From an optimization exercise on the open Yosys and OpenROAD flow, aimed at small area, a short achievable clock period and few clock cycles; shortcuts taken in it are not production practice.
Where RTL was checked, it was by simulation tests only, not by an equivalence proof against the original.

==> flow/design.v <==
package esd_pkg;
  localparam logic [1:0] KIND_CHAR  = 2'd0;
  localparam logic [1:0] KIND_SLICE = 2'd1;
  localparam logic [1:0] KIND_ERROR = 2'd2;
  localparam logic [1:0] KIND_DONE  = 2'd3;
  localparam logic [1:0] NUM_OCT = 2'd0;
  localparam logic [1:0] NUM_X   = 2'd1;
  localparam logic [1:0] NUM_U   = 2'd2;
endpackage
import esd_pkg::*;
module escape_sequence_decoder (
  input  logic        clk,
  input  logic        rst,
  input  logic        chars_valid,
  output logic        chars_ready,
  input  logic [15:0] chars_char_code,
  input  logic        chars_end_of_string,
  output logic        results_valid,
  input  logic        results_ready,
  output logic [1:0]  results_kind,
  output logic [15:0] results_out_char,
  output logic [15:0] results_slice_start,
  output logic [15:0] results_slice_length,
  output logic [2:0]  results_error_code,
  output logic        results_last,
  input  logic        cfg_valid,
  output logic        cfg_ready,
  input  logic        cfg_interpolation_enable
);
  logic        h_valid;
  logic [15:0] h_c;
  logic        h_eos;
  logic        k_bs, k_lb, k_rb, k_oct, k_hex, k_esc, k_enum, k_eu;
  logic        s_valid;
  logic        s_rdy;       
  logic [15:0] s_c;
  logic        s_eos;
  logic        interp;
  logic        m_nrm, m_esc, m_num, m_brc, m_err;
  logic        n_oct;
  logic [1:0]  n_rem;
  logic        n_seen;
  logic [15:0] nb;
  logic [15:0] pos;
  logic [15:0] blen;
  logic        r_valid;
  logic [1:0]  r_kind;
  logic [15:0] r_data;      
  logic [2:0]  r_err;       
  logic        r_slice;     
  logic        r_slice2;    
  logic        r_last;
  logic        p_char;      
  logic        p_slice;     
  logic        p_err;       
  logic [1:0]  p_code;
  logic        p_done;      
  assign cfg_ready = 1'b1;
  assign chars_ready = s_rdy;
  assign results_valid = r_valid;
  assign results_kind = r_kind;
  assign results_last = r_last;
  assign results_out_char = r_data;
  assign results_error_code = r_err;
  assign results_slice_start = r_slice ? nb : 16'd0;
  assign results_slice_length = r_slice2 ? blen : 16'd0;
  logic [3:0]  dig;
  logic        dg;
  logic [15:0] nshift;
  logic [15:0] pos1;
  logic [15:0] blen1;
  logic [15:0] map;
  logic        pend;
  logic        resume;
  logic        a_has, a_err;
  logic [15:0] a_data;
  logic [2:0]  a_code;
  logic        b_has, c_has, d_has;
  logic [1:0]  d_code;
  logic        zero;
  logic        to_esc, to_num, to_brc, to_err, to_nrm;
  always_comb begin
    if (!h_c[6]) begin
      dig = h_c[3:0];
    end else begin
      case (h_c[2:0])
        3'd1: dig = 4'd10;
        3'd2: dig = 4'd11;
        3'd3: dig = 4'd12;
        3'd4: dig = 4'd13;
        3'd5: dig = 4'd14;
        default: dig = 4'd15;
      endcase
    end
    dg = n_oct ? k_oct : k_hex;
    nshift = n_oct ? {nb[12:0], h_c[2:0]} : {nb[11:0], dig};
    for (int i = 0; i < 16; i++) begin
      pos1[i] = pos[i] ^ (&(pos | ~(16'hFFFF >> (16 - i)))) | (&pos);
      blen1[i] = blen[i] ^ (&(blen | ~(16'hFFFF >> (16 - i)))) | (&blen);
    end
    map = h_c;
    if (h_c[6:0] == 7'h74) map = 16'h0009;
    else if (h_c[6:0] == 7'h6E) map = 16'h000A;
    else if (h_c[6:0] == 7'h72) map = 16'h000D;
    pend = p_char || p_slice || p_err || p_done;
    resume = m_num && !dg && n_seen;
    a_has = m_nrm && !k_bs || m_esc && !k_enum ||
            m_num && (!dg || n_rem == 2'd0) || m_brc;
    a_err = m_esc && !k_esc && !k_enum || m_num && !dg && !n_seen ||
            m_num && dg && n_rem == 2'd0 && n_oct && nb[5];
    if (m_esc) a_data = map;
    else if (m_num && dg) a_data = nshift;
    else if (m_num) a_data = nb;
    else a_data = h_c;
    a_code = m_esc ? 3'd2 : (dg ? 3'd4 : 3'd3);
    b_has = resume && !k_bs;
    c_has = m_brc && k_rb;
    to_esc = (m_nrm || resume) && k_bs;
    to_brc = (m_nrm || resume) && k_lb && interp || m_brc && !k_rb;
    to_num = m_esc && k_enum || m_num && dg && n_rem != 2'd0;
    to_err = m_err || a_err;
    to_nrm = !(to_esc || to_brc || to_num || to_err);
    d_has = h_eos && (to_esc || to_num || to_brc);
    d_code = to_esc ? 2'd1 : (to_num ? 2'd3 : 2'd0);
    zero = !(a_has || h_eos);
  end
  logic r_free;
  logic consume;
  logic accept;
  logic emit_b;
  assign r_free = !r_valid || results_ready;
  logic go_rdy, go_wait;
  assign go_rdy = h_valid && (!pend || zero && !p_slice);
  assign go_wait = h_valid && (r_valid ? (zero && !p_char && !p_slice && !r_slice)
                                       : (!pend || zero && !p_slice));
  assign consume = results_ready ? go_rdy : go_wait;
  assign accept = chars_valid && s_rdy;
  assign emit_b = r_free && p_char;
  logic [15:0] in_c;
  logic        in_hi0;
  logic        in_oct;
  assign in_c = s_valid ? s_c : chars_char_code;
  assign in_hi0 = (in_c[15:7] == 9'd0);
  assign in_oct = in_hi0 && in_c[6:3] == 4'b0110;
  always_ff @(posedge clk) begin
    if (rst) begin
      h_valid <= 1'b0;
      s_valid <= 1'b0;
      s_rdy <= 1'b1;
    end else if (consume) begin
      h_valid <= s_valid | accept;
      s_valid <= 1'b0;
      s_rdy <= 1'b1;
    end else if (accept) begin
      h_valid <= 1'b1;
      s_valid <= h_valid;
      s_rdy <= !h_valid;
    end
  end
  always_ff @(posedge clk) begin
    if (consume || !h_valid) begin
      h_c <= in_c;
      h_eos <= s_valid ? s_eos : chars_end_of_string;
      k_bs <= in_hi0 && in_c[6:0] == 7'h5C;
      k_lb <= in_hi0 && in_c[6:0] == 7'h7B;
      k_rb <= in_hi0 && in_c[6:0] == 7'h7D;
      k_oct <= in_oct;
      k_hex <= in_hi0 && (in_c[6:4] == 3'b011 && (!in_c[3] || in_c[2:1] == 2'b00) ||
                          in_c[6] && in_c[4:3] == 2'b00 && in_c[2:0] != 3'd0 && in_c[2:0] != 3'd7);
      k_esc <= in_hi0 && (in_c[6:0] == 7'h74 || in_c[6:0] == 7'h6E || in_c[6:0] == 7'h72 ||
                          in_c[6:0] == 7'h22 || in_c[6:0] == 7'h27 || in_c[6:0] == 7'h7B ||
                          in_c[6:0] == 7'h5C);
      k_enum <= in_oct || in_hi0 && (in_c[6:0] == 7'h78 || in_c[6:0] == 7'h58 ||
                                     in_c[6:0] == 7'h75 || in_c[6:0] == 7'h55);
      k_eu <= in_c[6:0] == 7'h75 || in_c[6:0] == 7'h55;
    end
    if (!s_valid) begin
      s_c <= chars_char_code;
      s_eos <= chars_end_of_string;
    end
  end
  always_ff @(posedge clk) begin
    if (rst) begin
      interp <= 1'b0;
    end else if (cfg_valid) begin
      interp <= cfg_interpolation_enable;
    end
  end
  always_ff @(posedge clk) begin
    if (rst) begin
      m_nrm <= 1'b1;
      m_esc <= 1'b0;
      m_num <= 1'b0;
      m_brc <= 1'b0;
      m_err <= 1'b0;
    end else if (consume) begin
      m_nrm <= to_nrm || h_eos;
      m_esc <= to_esc && !h_eos;
      m_num <= to_num && !h_eos;
      m_brc <= to_brc && !h_eos;
      m_err <= to_err && !h_eos;
    end
  end
  always_ff @(posedge clk) begin
    if (rst) begin
      pos <= 16'd0;
    end else if (consume && (h_eos || a_has && !a_err) || emit_b && !p_done) begin
      pos <= (h_eos && !p_char) ? 16'd0 : pos1;
    end
  end
  always_ff @(posedge clk) begin
    if (consume && (m_esc || m_num)) begin
      n_oct <= m_esc ? k_oct : n_oct;
      n_rem <= m_esc ? (k_eu ? 2'd3 : 2'd1) : n_rem - 2'd1;
      n_seen <= m_esc ? k_oct : 1'b1;
    end
    if (consume) begin
      blen <= m_brc ? blen1 : 16'd1;
    end
  end
  always_ff @(posedge clk) begin
    if (p_char ? (r_free && m_brc) : (consume && !m_brc)) begin
      if (p_char || !(m_esc || m_num)) nb <= pos;
      else if (m_esc) nb <= {13'd0, k_oct ? h_c[2:0] : 3'd0};
      else if (dg) nb <= nshift;
      else nb <= h_c;
    end
  end
  logic        nx_valid;
  logic [1:0]  nx_kind;
  logic [15:0] nx_data;
  logic [2:0]  nx_err;
  logic        nx_slice;
  logic        nx_last;
  always_comb begin
    nx_valid = 1'b1;
    nx_kind = KIND_DONE;
    nx_data = 16'd0;
    nx_err = 3'd0;
    nx_slice = 1'b0;
    nx_last = 1'b1;
    if (p_char) begin
      nx_kind = KIND_CHAR;
      nx_data = nb;
      nx_last = !(p_err || p_done);
    end else if (p_slice) begin
      nx_kind = KIND_SLICE;
      nx_slice = 1'b1;
      nx_last = !(p_err || p_done);
    end else if (p_err) begin
      nx_kind = KIND_ERROR;
      nx_err = {1'b0, p_code};
      nx_last = 1'b0;
    end else if (p_done) begin
      nx_kind = KIND_DONE;
    end else if (!h_valid || zero) begin
      nx_valid = 1'b0;
    end else if (a_has && a_err) begin
      nx_kind = KIND_ERROR;
      nx_err = a_code;
      nx_last = !h_eos;
    end else if (a_has) begin
      nx_kind = KIND_CHAR;
      nx_data = a_data;
      nx_last = !(b_has || c_has || h_eos);
    end else if (d_has) begin
      nx_kind = KIND_ERROR;
      nx_err = {1'b0, d_code};
      nx_last = 1'b0;
    end
  end
  always_ff @(posedge clk) begin
    if (rst) begin
      r_valid <= 1'b0;
    end else if (r_free) begin
      r_valid <= nx_valid;
    end
  end
  always_ff @(posedge clk) begin
    if (rst) begin
      r_slice2 <= 1'b0;
    end else if (r_free) begin
      r_slice2 <= nx_slice;
    end
  end
  always_ff @(posedge clk) begin
    if (r_free) begin
      r_kind <= nx_kind;
      r_data <= nx_data;
      r_err <= nx_err;
      r_slice <= nx_slice;
      r_last <= nx_last;
    end
  end
  always_ff @(posedge clk) begin
    if (rst) begin
      p_char <= 1'b0;
      p_slice <= 1'b0;
      p_err <= 1'b0;
      p_done <= 1'b0;
    end else if (r_free) begin
      if (p_char) begin
        p_char <= 1'b0;
      end else if (p_slice) begin
        p_slice <= 1'b0;
      end else if (p_err) begin
        p_err <= 1'b0;
      end else if (p_done) begin
        p_done <= 1'b0;
      end else if (h_valid && !zero) begin
        if (a_has) begin
          p_char <= b_has;
          p_slice <= c_has;
          p_err <= d_has;
          p_done <= h_eos;
        end else begin
          p_done <= d_has;
        end
      end
    end
  end
  always_ff @(posedge clk) begin
    if (r_free && !pend) p_code <= d_code;
  end
endmodule
clock: 7.5 ns
lec_check: 0
cap_margin: 20
core_margin: 2
core_utilization: 40
setup_slack_margin: 4.5
slew_margin: 20
standard.sh (not shown) runs the stock make flow with config.mk's settings and CLKGATE_MAP_FILE= SYNTH_SCRIPT=/design/flow/synth_recipe.tcl, a recipe that flattens the netlist after the stock synthesis.
==> flow/flow/run.sh <==
#!/bin/bash
# The standard layout, with every port buffered by a plain buffer (buf_4 on outputs and
# inputs) instead of the resizer's default pick, a slow delay cell.
set -euo pipefail
export BUFFER_PORTS_ARGS="-buffer_cell sky130_fd_sc_hd__buf_4"
bash standard.sh > standard.log 2>&1
The baseline finished with timing, DRC and antenna clean.
Rerun with:
--- a/flow/design.v
+++ b/flow/design.v
@@ -29,13 +29,12 @@
 );
   logic        h_valid;
   logic [15:0] h_c;
   logic        h_eos;
   logic        k_bs, k_lb, k_rb, k_oct, k_hex, k_esc, k_enum, k_eu;
   logic        s_valid;
-  logic        s_rdy;       
   logic [15:0] s_c;
   logic        s_eos;
   logic        interp;
   logic        m_nrm, m_esc, m_num, m_brc, m_err;
   logic        n_oct;
   logic [1:0]  n_rem;
@@ -45,28 +44,27 @@
   logic [15:0] blen;
   logic        r_valid;
   logic [1:0]  r_kind;
   logic [15:0] r_data;      
   logic [2:0]  r_err;       
   logic        r_slice;     
-  logic        r_slice2;    
   logic        r_last;
   logic        p_char;      
   logic        p_slice;     
   logic        p_err;       
   logic [1:0]  p_code;
   logic        p_done;      
   assign cfg_ready = 1'b1;
-  assign chars_ready = s_rdy;
+  assign chars_ready = !s_valid;
   assign results_valid = r_valid;
   assign results_kind = r_kind;
   assign results_last = r_last;
   assign results_out_char = r_data;
   assign results_error_code = r_err;
   assign results_slice_start = r_slice ? nb : 16'd0;
-  assign results_slice_length = r_slice2 ? blen : 16'd0;
+  assign results_slice_length = r_slice ? blen : 16'd0;
   logic [3:0]  dig;
   logic        dg;
   logic [15:0] nshift;
   logic [15:0] pos1;
   logic [15:0] blen1;
   logic [15:0] map;
@@ -126,38 +124,32 @@
   end
   logic r_free;
   logic consume;
   logic accept;
   logic emit_b;
   assign r_free = !r_valid || results_ready;
-  logic go_rdy, go_wait;
-  assign go_rdy = h_valid && (!pend || zero && !p_slice);
-  assign go_wait = h_valid && (r_valid ? (zero && !p_char && !p_slice && !r_slice)
-                                       : (!pend || zero && !p_slice));
-  assign consume = results_ready ? go_rdy : go_wait;
-  assign accept = chars_valid && s_rdy;
+  assign consume = h_valid && (r_free ? (!pend || zero && !p_slice)
+                                      : (zero && !p_char && !p_slice && !r_slice));
+  assign accept = chars_valid && !s_valid;
   assign emit_b = r_free && p_char;
   logic [15:0] in_c;
   logic        in_hi0;
   logic        in_oct;
   assign in_c = s_valid ? s_c : chars_char_code;
   assign in_hi0 = (in_c[15:7] == 9'd0);
   assign in_oct = in_hi0 && in_c[6:3] == 4'b0110;
   always_ff @(posedge clk) begin
     if (rst) begin
       h_valid <= 1'b0;
       s_valid <= 1'b0;
-      s_rdy <= 1'b1;
     end else if (consume) begin
       h_valid <= s_valid | accept;
       s_valid <= 1'b0;
-      s_rdy <= 1'b1;
     end else if (accept) begin
       h_valid <= 1'b1;
       s_valid <= h_valid;
-      s_rdy <= !h_valid;
     end
   end
   always_ff @(posedge clk) begin
     if (consume || !h_valid) begin
       h_c <= in_c;
       h_eos <= s_valid ? s_eos : chars_end_of_string;
@@ -274,19 +266,12 @@
       r_valid <= 1'b0;
     end else if (r_free) begin
       r_valid <= nx_valid;
     end
   end
   always_ff @(posedge clk) begin
-    if (rst) begin
-      r_slice2 <= 1'b0;
-    end else if (r_free) begin
-      r_slice2 <= nx_slice;
-    end
-  end
-  always_ff @(posedge clk) begin
     if (r_free) begin
       r_kind <= nx_kind;
       r_data <= nx_data;
       r_err <= nx_err;
       r_slice <= nx_slice;
       r_last <= nx_last;
After rerunning: The new run went through all stages and came out clean; area after synthesis falls by 1.4%; via count falls by 1.5%; worst setup slack degrades by 17 ps; maximum frequency came out lower by 0.59%; global-route usage rose by 0.38 points; cell area is lower by 2.3%.
Testbench counts after the change, summed over its fixed seeds: cycles 30,784.
For the first run of this note, only the layout was checked, not whether the RTL still works.

==> afterwards: timing with drivers on the ports <==
The results above use ideal ports. As a check the final layouts listed here were re-extracted and re-timed, cells and wires unchanged.
Step 1, drivers: a clkbuf_16 drives clk and a buf_2 each remaining input, both assumed.
Step 2 moves the port delays by t, midway between the first and last clock arrival at a register: inputs arrive t later, outputs are due t later. That takes back most of the time a late clock gives input paths.
Slacks: ideal / step 1 / step 2; pairs: ideal / step 1.
| run | t (ns) | setup slack, ns | worst setup path at the end | cell pins on the clock port's net |
|---|---|---|---|---|
| the first run | 0.452 | 4.596 / 4.608 / 4.156 | input to register | 1 |
| the second run | 0.452 | 4.578 / 4.540 / 4.207 | input to register | 1 |
After both steps setup and hold are still met in every run listed. The setup slack of the first run, which loses most, moves by +0.012 ns with the drivers and by -0.440 ns with both steps.
